This is an optimization exercise on Yosys and OpenROAD, whose aim is small area and a short achievable clock period, not a production implementation. At most, simulation tests tie the RTL to the original design; equivalence was not proved. Power figures rest on the tool's default switching activity, not on a simulated workload.

==> exp/quartz <==
## ioPlatformTop
module ioPlatformTop #(
  parameter int NumHarts = 2,
  parameter int NumIrqs  = 8
) (
  input  logic                clk_i,
  input  logic                arstN_i,
  input  logic                reqValid_i,
  input  logic                reqWrite_i,
  input  ioPlatformPkg::ioAddrT              reqAddr_i,
  input  ioPlatformPkg::ioDataT              reqWdata_i,
  input  logic                uartIrq_i,
  input  logic                sdIrq_i,
  output logic                rspValid_o,
  output ioPlatformPkg::ioDataT              rspData_o,
  output logic                rspErr_o,
  output logic [NumHarts-1:0] msip_o,
  output logic [NumHarts-1:0] mtip_o,
  output logic [NumHarts-1:0] extIrq_o
);
export LEC_CHECK = 0
export CAP_MARGIN = 20
export CORE_MARGIN = 2
export CORE_UTILIZATION = 40
export CTS_BUF_LIST = sky130_fd_sc_hd__clkbuf_4 sky130_fd_sc_hd__clkbuf_8
export CTS_CLUSTER_DIAMETER = 70
export CTS_CLUSTER_SIZE = 14
export SLEW_MARGIN = 20
export SYNTH_HIERARCHICAL = 1
export TNS_END_PERCENT = 0
create_clock -name core_clock -period 13.0 [get_ports {clk_i}]
standard.sh (not shown) runs the stock make flow with config.mk's settings and CLKGATE_MAP_FILE= SYNTH_SCRIPT=/design/flow/synth_recipe.tcl, a recipe that flattens the netlist after the stock synthesis.
==> flow/flow/run.sh <==
#!/bin/bash
# Standard ORFS layout (the standard.sh, standard synthesis unchanged) with
# these layout choices changed:
#  - after synthesis every combinational cell is set to its smallest drive
#    strength (flow/downsize.tcl); the repair steps upsize where timing needs it
#  - port buffers are plain buf_2 cells instead of the delay cell buffer_ports
#    picks
#  - repair_timing aims for a setup margin near the period this design reaches
# make's full output goes to flow_make.log; ORFS keeps each step's log under
# orfs/logs.
set -euo pipefail
here=$(pwd)
bash standard.sh \
  SETUP_SLACK_MARGIN=9.1 \
  "BUFFER_PORTS_ARGS=-buffer_cell sky130_fd_sc_hd__buf_2" \
  POST_SYNTH_TCL="$here/flow/downsize.tcl" \
  finish > flow_make.log 2>&1
==> flow/flow/downsize.tcl <==
set n 0
foreach inst [get_cells *] {
  set master [get_property $inst ref_name]
  if { ![regexp {^(sky130_fd_sc_hd__([a-z0-9]+))_([0-9]+)$} $master -> base kind size] } {
    continue
  }
  # flip-flops keep the cell synthesis gave them; tie cells stay as they are
  if { [regexp {^(df|edf|sdf|sedf|dl|conb|clk|probe|lpflow|tap|fill|decap|diode)} $kind] } {
    continue
  }
  # cells that drive many loads keep the size synthesis gave them
  set loads 0
  foreach pin [get_pins -of_objects $inst -filter "direction == output"] {
    set net [get_nets -of_objects $pin]
    if { $net ne "" } {
      set loads [expr { $loads + [llength [get_pins -of_objects $net -filter "direction == input"]] }]
    }
  }
  if { $loads > 4 } {
    continue
  }
  set best ""
  set bestArea 1e9
  foreach lc [get_lib_cells */${base}_*] {
    set name [get_property $lc name]
    if { ![regexp "^${base}_\[0-9\]+\$" $name] } { continue }
    # the _0 cells are weaker than _1 for little or no area
    if { [regexp {_0$} $name] } { continue }
    if { [get_property $lc dont_use] } { continue }
    set area [get_property $lc area]
    # among cells of the same area, keep the strongest
    if { $area < $bestArea - 1e-3 || ($area < $bestArea + 1e-3 && $best ne ""
         && [get_property $lc name] > [get_property $best name]) } {
      set bestArea $area
      set best $lc
    }
  }
  if { $best ne "" && [get_property $best name] ne $master } {
    replace_cell $inst $best
    incr n
  }
}
puts "downsize: $n cells set to their smallest drive strength"
==> inputs of exp/garnet, as changes to exp/quartz <==
==> flow/flow/downsize.tcl (replaced) <==
# Sets every combinational cell of the synthesized netlist to the smallest
# drive strength of its function (same cell name up to the _N suffix), so
# that the later repair steps upsize only where timing asks for it.
set n 0
foreach inst [get_cells *] {
  set master [get_property $inst ref_name]
  if { ![regexp {^(sky130_fd_sc_hd__([a-z0-9]+))_([0-9]+)$} $master -> base kind size] } {
    continue
  }
  # flip-flops keep the cell synthesis gave them; tie cells stay as they are
  if { [regexp {^(df|edf|sdf|sedf|dl|conb|clk|probe|lpflow|tap|fill|decap|diode)} $kind] } {
    continue
  }
  set best ""
  set bestArea 1e9
  foreach lc [get_lib_cells */${base}_*] {
    set name [get_property $lc name]
    if { ![regexp "^${base}_\[0-9\]+\$" $name] } { continue }
    if { [get_property $lc dont_use] } { continue }
    set area [get_property $lc area]
    # among cells of the same area, keep the strongest
    if { $area < $bestArea - 1e-3 || ($area < $bestArea + 1e-3 && $best ne ""
         && [get_property $lc name] > [get_property $best name]) } {
      set bestArea $area
      set best $lc
    }
  }
  if { $best ne "" && [get_property $best name] ne $master } {
    replace_cell $inst $best
    incr n
  }
}
puts "downsize: $n cells set to their smallest drive strength"
CTS_BUF_LIST = default   (was sky130_fd_sc_hd__clkbuf_4 sky130_fd_sc_hd__clkbuf_8)
CTS_CLUSTER_DIAMETER = default   (was 70)
CTS_CLUSTER_SIZE = default   (was 14)
==> inputs of exp/raven, as changes to exp/quartz <==
==> flow/flow/downsize.tcl (replaced) <==
# Sets every combinational cell of the synthesized netlist to the smallest
# drive strength of its function (same cell name up to the _N suffix), so
# that the later repair steps upsize only where timing asks for it.
set n 0
foreach inst [get_cells *] {
  set master [get_property $inst ref_name]
  if { ![regexp {^(sky130_fd_sc_hd__([a-z0-9]+))_([0-9]+)$} $master -> base kind size] } {
    continue
  }
  # flip-flops keep the cell synthesis gave them; tie cells stay as they are
  if { [regexp {^(df|edf|sdf|sedf|dl|conb|clk|probe|lpflow|tap|fill|decap|diode)} $kind] } {
    continue
  }
  set best ""
  set bestArea 1e9
  foreach lc [get_lib_cells */${base}_*] {
    set name [get_property $lc name]
    if { ![regexp "^${base}_\[0-9\]+\$" $name] } { continue }
    if { [get_property $lc dont_use] } { continue }
    set area [get_property $lc area]
    # among cells of the same area, keep the strongest
    if { $area < $bestArea - 1e-3 || ($area < $bestArea + 1e-3 && $best ne ""
         && [get_property $lc name] > [get_property $best name]) } {
      set bestArea $area
      set best $lc
    }
  }
  if { $best ne "" && [get_property $best name] ne $master } {
    replace_cell $inst $best
    incr n
  }
}
puts "downsize: $n cells set to their smallest drive strength"
==> comparison <==
- The lowest non-clock buffer count belongs to exp/raven, the highest to exp/garnet.
- Register-to-register slack: exp/garnet > exp/quartz > exp/raven.
- Against exp/quartz, the synthesized area of exp/raven is lower by 0.76%.
- Maximum frequency: exp/quartz is larger than exp/raven (0.55%).
- exp/raven produced a clean layout. exp/garnet completed without violations. exp/quartz passed the timing, DRC and antenna checks.
- Between exp/raven and exp/garnet, the lower global-route usage is in exp/raven (gap 0.32 points).
- Between exp/quartz and exp/raven, the lower clock power is in exp/raven (gap about 2%, measured against exp/raven).
- Synthesized cell count is the same in exp/raven and exp/garnet.
- Against exp/raven, the die area of exp/quartz is higher by about 0.75%.
Function was not checked in any run of this note: the RTL went through the layout flow alone.

========
==> run a: inputs <==
ioPlatformTop, a different RTL version from the one above (not shown whole).
clock: 13.0 ns
lec_check: 0
cap_margin: 20
core_margin: 2
core_utilization: 40
cts_buf_list: sky130_fd_sc_hd__clkbuf_4 sky130_fd_sc_hd__clkbuf_8
cts_cluster_diameter: 70
cts_cluster_size: 14
slew_margin: 20
synth_hierarchical: 1
tns_end_percent: 0
==> flow/flow/downsize.tcl <==
# Sets every combinational cell of the synthesized netlist to the smallest
# drive strength of its function (same cell name up to the _N suffix), so
# that the later repair steps upsize only where timing asks for it.
set n 0
foreach inst [get_cells *] {
  set master [get_property $inst ref_name]
  if { ![regexp {^(sky130_fd_sc_hd__([a-z0-9]+))_([0-9]+)$} $master -> base kind size] } {
    continue
  }
  # flip-flops keep the cell synthesis gave them; tie cells stay as they are
  if { [regexp {^(df|edf|sdf|sedf|dl|conb|clk|probe|lpflow|tap|fill|decap|diode)} $kind] } {
    continue
  }
  set best ""
  set bestArea 1e9
  foreach lc [get_lib_cells */${base}_*] {
    set name [get_property $lc name]
    if { ![regexp "^${base}_\[0-9\]+\$" $name] } { continue }
    if { [get_property $lc dont_use] } { continue }
    set area [get_property $lc area]
    # among cells of the same area, keep the strongest
    if { $area < $bestArea - 1e-3 || ($area < $bestArea + 1e-3 && $best ne ""
         && [get_property $lc name] > [get_property $best name]) } {
      set bestArea $area
      set best $lc
    }
  }
  if { $best ne "" && [get_property $best name] ne $master } {
    replace_cell $inst $best
    incr n
  }
}
puts "downsize: $n cells set to their smallest drive strength"
Scripts as last shown in full above: flow/flow/run.sh
==> inputs of run b, as changes to run a <==
- CTS_BUF_LIST: sky130_fd_sc_hd__clkbuf_4 sky130_fd_sc_hd__clkbuf_8 -> default
- CTS_CLUSTER_DIAMETER: 70 -> default
- CTS_CLUSTER_SIZE: 14 -> default
==> summary of the runs <==
- Of run b and run a, run a has the higher hold slack (gap 0.0084 ns).
- In run b the critical path depth is higher than in run a, by 2.
- In synthesized cell count, run a and run b do not differ.
- Non-clock buffer count: run a is lower than run b (7).
- In combinational power, run a and run b hardly differ.
- Final cell count: run b is higher than run a (about 0.6%).
- Against run a, the clock power of run b is higher by 47%.
- In die area, run a and run b do not differ.
No functional check of the RTL was part of any run of this note.

========
==> exp/xenon <==
ioPlatformTop, a different RTL version from the one above (not shown whole).
export LEC_CHECK = 0
export CAP_MARGIN = 20
export CORE_MARGIN = 2
export CORE_UTILIZATION = 40
export SLEW_MARGIN = 20
export SYNTH_HIERARCHICAL = 1
create_clock -name core_clock -period 13.0 [get_ports {clk_i}]
==> flow/flow/run.sh <==
#!/bin/bash
# Standard ORFS layout (the standard.sh, standard synthesis unchanged) with
# two layout choices changed:
#  - port buffers are plain buf_2 cells instead of the delay cell buffer_ports picks
#  - repair_timing aims for a setup margin that matches the period this design reaches
set -euo pipefail
bash standard.sh \
  SETUP_SLACK_MARGIN=9.2 \
  "BUFFER_PORTS_ARGS=-buffer_cell sky130_fd_sc_hd__buf_2" \
  finish > flow_make.log 2>&1
==> inputs of exp/sierra, as changes to exp/xenon <==
--- a/flow/design.v
+++ b/flow/design.v
@@ -15,53 +15,16 @@
   localparam ioAddrT ClintTimeOff = 32'h0000_BFF8;
   localparam ioAddrT PlicPrioOff  = 32'h0000_0000;
   localparam ioAddrT PlicPendOff  = 32'h0000_1000;
   localparam ioAddrT PlicEnOff    = 32'h0000_2000;
   localparam ioAddrT PlicThrOff   = 32'h0020_0000;
   localparam ioAddrT PlicClaimOff = 32'h0020_0008;
   localparam int PrioWidth = 3;
 endpackage
-module clintGeq64 (
-  input  logic [63:0] x_i,
-  input  logic [63:0] y_i,
-  output logic        ge_o
-);
-  logic [63:0] g, l;
-  always_comb begin
-    g = x_i & ~y_i;
-    l = ~x_i & y_i;
-    for (int span = 1; span < 64; span = span * 2) begin
-      for (int i = 0; i + span < 64; i = i + 2 * span) begin
-        g[i] = g[i + span] | (~l[i + span] & g[i]);
-        l[i] = l[i + span] | (~g[i + span] & l[i]);
-      end
-    end
-    ge_o = ~l[0];
-  end
-endmodule
-module clintEq64 (
-  input  logic [63:0] x_i,
-  input  logic [63:0] y_i,
-  output logic        eq_o
-);
-  assign eq_o = x_i == y_i;
-endmodule
-module clintInc64 (
-  input  logic [63:0] x_i,
-  output logic [63:0] inc_o,
-  output logic        allOnes_o
-);
-  always_comb begin
-    for (int i = 0; i < 64; i++) begin
-      inc_o[i] = x_i[i] ^ (&(x_i | ~((64'd1 << i) - 64'd1)));
-    end
-  end
-  assign allOnes_o = &x_i;
-endmodule
 module ioPlatformTop #(
   parameter int NumHarts = 2,
   parameter int NumIrqs  = 8
 ) (
   input  logic                clk_i,
   input  logic                arstN_i,
   input  logic                reqValid_i,
   input  logic                reqWrite_i,
@@ -75,22 +38,16 @@
   output logic [NumHarts-1:0] msip_o,
   output logic [NumHarts-1:0] mtip_o,
   output logic [NumHarts-1:0] extIrq_o
 );
   logic [31:0] a;
   logic [63:0] w;
   assign a = reqAddr_i;
   assign w = reqWdata_i;
-  function automatic logic gt3(logic [2:0] x, logic [2:0] y);
-    logic [2:0] g, l;
-    g = x & ~y;
-    l = ~x & y;
-    gt3 = g[2] | (~l[2] & (g[1] | (~l[1] & g[0])));
-  endfunction
   logic inClint, inPlic;
   assign inClint = a[31:16] == 16'h1140;
   assign inPlic  = a[31:22] == 10'h044;
   logic       cMsip0, cMsip1, cCmp0, cCmp1, cTime;
   logic [7:0] pPrio;
   logic       pPend, pEn0, pEn1, pThr0, pThr1, pClm0, pClm1;
   assign cMsip0 = inClint && a[15:0] == 16'h0000;
   assign cMsip1 = inClint && a[15:0] == 16'h0008;
@@ -124,39 +81,32 @@
   logic [63:0] rdQ;
   logic [1:0]  mtipQ, extQ;
   logic       cand01, cand02, cand11, cand12;
   logic [1:0] best0, best1;
   assign cand01 = pendQ[1] && en0Q[1] && prioQ[1] != 3'd0;
   assign cand02 = pendQ[2] && en0Q[2] && prioQ[2] != 3'd0;
   assign cand11 = pendQ[1] && en1Q[1] && prioQ[1] != 3'd0;
   assign cand12 = pendQ[2] && en1Q[2] && prioQ[2] != 3'd0;
-  logic p2gt1;
-  assign p2gt1 = gt3(prioQ[2], prioQ[1]);
-  assign best0 = (cand02 && (!cand01 || p2gt1)) ? 2'd2 : cand01 ? 2'd1 : 2'd0;
-  assign best1 = (cand12 && (!cand11 || p2gt1)) ? 2'd2 : cand11 ? 2'd1 : 2'd0;
+  assign best0 = (cand02 && (!cand01 || prioQ[2] > prioQ[1])) ? 2'd2 : cand01 ? 2'd1 : 2'd0;
+  assign best1 = (cand12 && (!cand11 || prioQ[2] > prioQ[1])) ? 2'd2 : cand11 ? 2'd1 : 2'd0;
   logic [2:1] claim, complete;
   logic       cplOk;
   assign cplOk = wr && (pClm0 || pClm1) && w[63:3] == 61'h0;
   assign claim[1]    = rd && ((pClm0 && best0 == 2'd1) || (pClm1 && best1 == 2'd1));
   assign claim[2]    = rd && ((pClm0 && best0 == 2'd2) || (pClm1 && best1 == 2'd2));
   assign complete[1] = cplOk && w[2:0] == 3'd1;
   assign complete[2] = cplOk && w[2:0] == 3'd2;
   logic [63:0] mtimeP1, mtimeD, cmp0D, cmp1D;
   logic [1:0]  cmpZeroD, msipD;
   logic [2:0]  prioD [8];
   logic [7:0]  en0D, en1D;
   logic [2:0]  thr0D, thr1D;
   logic [2:1]  lines, pendD, inflD;
-  logic allOnes;
-  clintInc64 inc (
-    .x_i       (mtimeQ),
-    .inc_o     (mtimeP1),
-    .allOnes_o (allOnes)
-  );
+  assign mtimeP1 = mtimeQ + 64'd1;
   assign mtimeD  = (wr && cTime) ? w : mtimeP1;
   assign cmp0D   = (wr && cCmp0) ? w : cmp0Q;
   assign cmp1D   = (wr && cCmp1) ? w : cmp1Q;
   assign cmpZeroD[0] = cmpZeroQ[0] && !(wr && cCmp0);
   assign cmpZeroD[1] = cmpZeroQ[1] && !(wr && cCmp1);
   assign msipD[0] = (wr && cMsip0) ? w[0] : msipQ[0];
   assign msipD[1] = (wr && cMsip1) ? w[0] : msipQ[1];
   always_comb begin
@@ -169,47 +119,28 @@
   assign en1D  = (wr && pEn1)  ? w[7:0] : en1Q;
   assign thr0D = (wr && pThr0) ? w[2:0] : thr0Q;
   assign thr1D = (wr && pThr1) ? w[2:0] : thr1Q;
   assign lines = {sdIrq_i, uartIrq_i};
   assign pendD = (pendQ | (lines & ~inflQ)) & ~claim;
   assign inflD = (inflQ | claim) & ~complete;
   logic geWC0, geWC1, geTW, geTC0, geTC1;
   logic [1:0] mtipD;
-  logic ge0, ge1, eq0, eq1;
-  clintGeq64 cmpGe0 (.x_i(w), .y_i(cmp0Q), .ge_o(ge0));
-  clintGeq64 cmpGe1 (.x_i(w), .y_i(cmp1Q), .ge_o(ge1));
-  clintGeq64 timeGe (.x_i(mtimeP1), .y_i(w), .ge_o(geTW));
-  clintEq64  cmpEq0 (.x_i(mtimeP1), .y_i(cmp0Q), .eq_o(eq0));
-  clintEq64  cmpEq1 (.x_i(mtimeP1), .y_i(cmp1Q), .eq_o(eq1));
-  assign geWC0 = cmpZeroQ[0] || ge0;
-  assign geWC1 = cmpZeroQ[1] || ge1;
-  assign geTC0 = (mtipQ[0] && !allOnes) || (cmpZeroQ[0] ? allOnes : eq0);
-  assign geTC1 = (mtipQ[1] && !allOnes) || (cmpZeroQ[1] ? allOnes : eq1);
+  assign geWC0 = cmpZeroQ[0] || w >= cmp0Q;
+  assign geWC1 = cmpZeroQ[1] || w >= cmp1Q;
+  assign geTW  = mtimeP1 >= w;
+  assign geTC0 = cmpZeroQ[0] || mtimeP1 >= cmp0Q;
+  assign geTC1 = cmpZeroQ[1] || mtimeP1 >= cmp1Q;
   assign mtipD[0] = (wr && cTime) ? geWC0 : (wr && cCmp0) ? geTW : geTC0;
   assign mtipD[1] = (wr && cTime) ? geWC1 : (wr && cCmp1) ? geTW : geTC1;
   logic [1:0] extD;
-  logic [2:1] term0, term1;
-  always_comb begin
-    for (int s = 1; s <= 2; s++) begin
-      if (wr && pPrio[s]) begin
-        term0[s] = en0Q[s] && gt3(w[2:0], thr0Q);
-        term1[s] = en1Q[s] && gt3(w[2:0], thr1Q);
-      end else begin
-        term0[s] = (wr && pEn0)  ? (w[s] && gt3(prioQ[s], thr0Q)) :
-                   (wr && pThr0) ? (en0Q[s] && gt3(prioQ[s], w[2:0])) :
-                                   (en0Q[s] && gt3(prioQ[s], thr0Q));
-        term1[s] = (wr && pEn1)  ? (w[s] && gt3(prioQ[s], thr1Q)) :
-                   (wr && pThr1) ? (en1Q[s] && gt3(prioQ[s], w[2:0])) :
-                                   (en1Q[s] && gt3(prioQ[s], thr1Q));
-      end
-    end
-  end
-  assign extD[0] = (pendD[1] && term0[1]) || (pendD[2] && term0[2]);
-  assign extD[1] = (pendD[1] && term1[1]) || (pendD[2] && term1[2]);
+  assign extD[0] = (pendD[1] && en0D[1] && prioD[1] > thr0D) ||
+                   (pendD[2] && en0D[2] && prioD[2] > thr0D);
+  assign extD[1] = (pendD[1] && en1D[1] && prioD[1] > thr1D) ||
+                   (pendD[2] && en1D[2] && prioD[2] > thr1D);
   logic [63:0] rdD;
   always_comb begin
     rdD = ({64{rd && cTime}} & mtimeQ)
         | ({64{rd && cCmp0 && !cmpZeroQ[0]}} & cmp0Q)
         | ({64{rd && cCmp1 && !cmpZeroQ[1]}} & cmp1Q);
     rdD[0] = rdD[0] | (rd && cMsip0 && msipQ[0]) | (rd && cMsip1 && msipQ[1]);
     for (int s = 1; s < 8; s++) begin
       rdD[2:0] = rdD[2:0] | ({3{rd && pPrio[s]}} & prioQ[s]);
==> flow/run.sh (new file) <==
#!/bin/bash
# synth_recipe.tcl (not shown) runs the flow's synth.tcl, then flattens the netlist and writes it again
# the make line also repeats each setting of config.mk as NAME=value (left out here)
make -C /OpenROAD-flow-scripts/flow DESIGN_CONFIG=/design/flow/config.mk WORK_HOME=/design/flow/orfs CLKGATE_MAP_FILE= SYNTH_SCRIPT=/design/flow/synth_recipe.tcl finish
- SYNTH_HIERARCHICAL: 1 -> not set
removed: flow/flow/run.sh
removed: flow/standard.sh
==> key figures <==
Setup path
  • CP most frequent cell: maj3_2
  • Crit. path cell count: 12
  • Launch point of the worst path: reqWdata_i[44]

Cells and area
  • Share of cells above drive strength 1: 31.5%

Drt
  • Wire per inst: around 27 um

Timing
  • Worst slew pin tran: a little over 0.9 ns

Pwr
  • Comb power: roughly 0.15 mW

Status
  • Outcome: no timing/DRC/antenna violations
# the run above: exp/xenon

==> key figures <==
Timing
  • Worst slew pin tran: 1.17 ns

Status
  • Outcome: no timing/DRC/antenna violations

Cells and area
  • Share of cells above drive strength 1: about 8.4%

Pwr
  • Comb power: 0.143 mW

Setup path
  • Crit. path cell count: 14
# the run above: exp/sierra

## port drivers added, routing unchanged
How much do the figures lean on ideal ports? The routed layouts below were timed once more, with nothing changed but the port constraints. Step 1 (the two cells are an assumption about what drives the block):
set clk [get_ports {clk_i}]
set_driving_cell -lib_cell sky130_fd_sc_hd__clkbuf_16 $clk
set_driving_cell -lib_cell sky130_fd_sc_hd__buf_2 [delete_from_list [all_inputs] $clk]
Step 2 adds t to the input delays and takes it off the output delays; t is the mean of the earliest and latest rising clock arrival at the registers after step 1. Input paths then give back, and output paths get back, about the clock's delay inside the block. a / b / c = ideal / step 1 / step 2; a / b = the first two.
run | shift t [ns] | slack for setup (ns) | hold WS [ns] | clock arrival spread, ns | worst register clock-pin slew, ns
exp/quartz | 0.702 | 8.969 / 8.987 / 8.285 | 0.511 / 0.511 / 0.511 | 0.028 / 0.029 | 0.11 / 0.11
exp/garnet | 0.611 | 9.051 / 8.901 / 8.290 | 0.511 / 0.511 / 0.511 | 0.020 / 0.020 | 0.07 / 0.07
exp/raven | 0.684 | 8.947 / 8.982 / 8.298 | 0.519 / 0.519 / 0.519 | 0.026 / 0.026 | 0.10 / 0.10
run a | 0.687 | 9.023 / 9.054 / 8.367 | 0.495 / 0.495 / 0.495 | 0.030 / 0.030 | 0.10 / 0.10
run b | 0.609 | 8.998 / 9.020 / 8.411 | 0.487 / 0.487 / 0.487 | 0.015 / 0.015 | 0.06 / 0.06
exp/xenon | 0.628 | 8.574 / 8.590 / 7.962 | 0.518 / 0.518 / 0.518 | 0.014 / 0.014 | 0.07 / 0.07
exp/sierra | 0.627 | 6.621 / 6.660 / 6.032 | 0.483 / 0.483 / 0.483 | 0.028 / 0.027 | 0.07 / 0.07
After both steps setup and hold are still met in every run listed. The setup slack of exp/garnet, which loses most, moves by -0.150 ns with the drivers and by -0.761 ns with both steps.
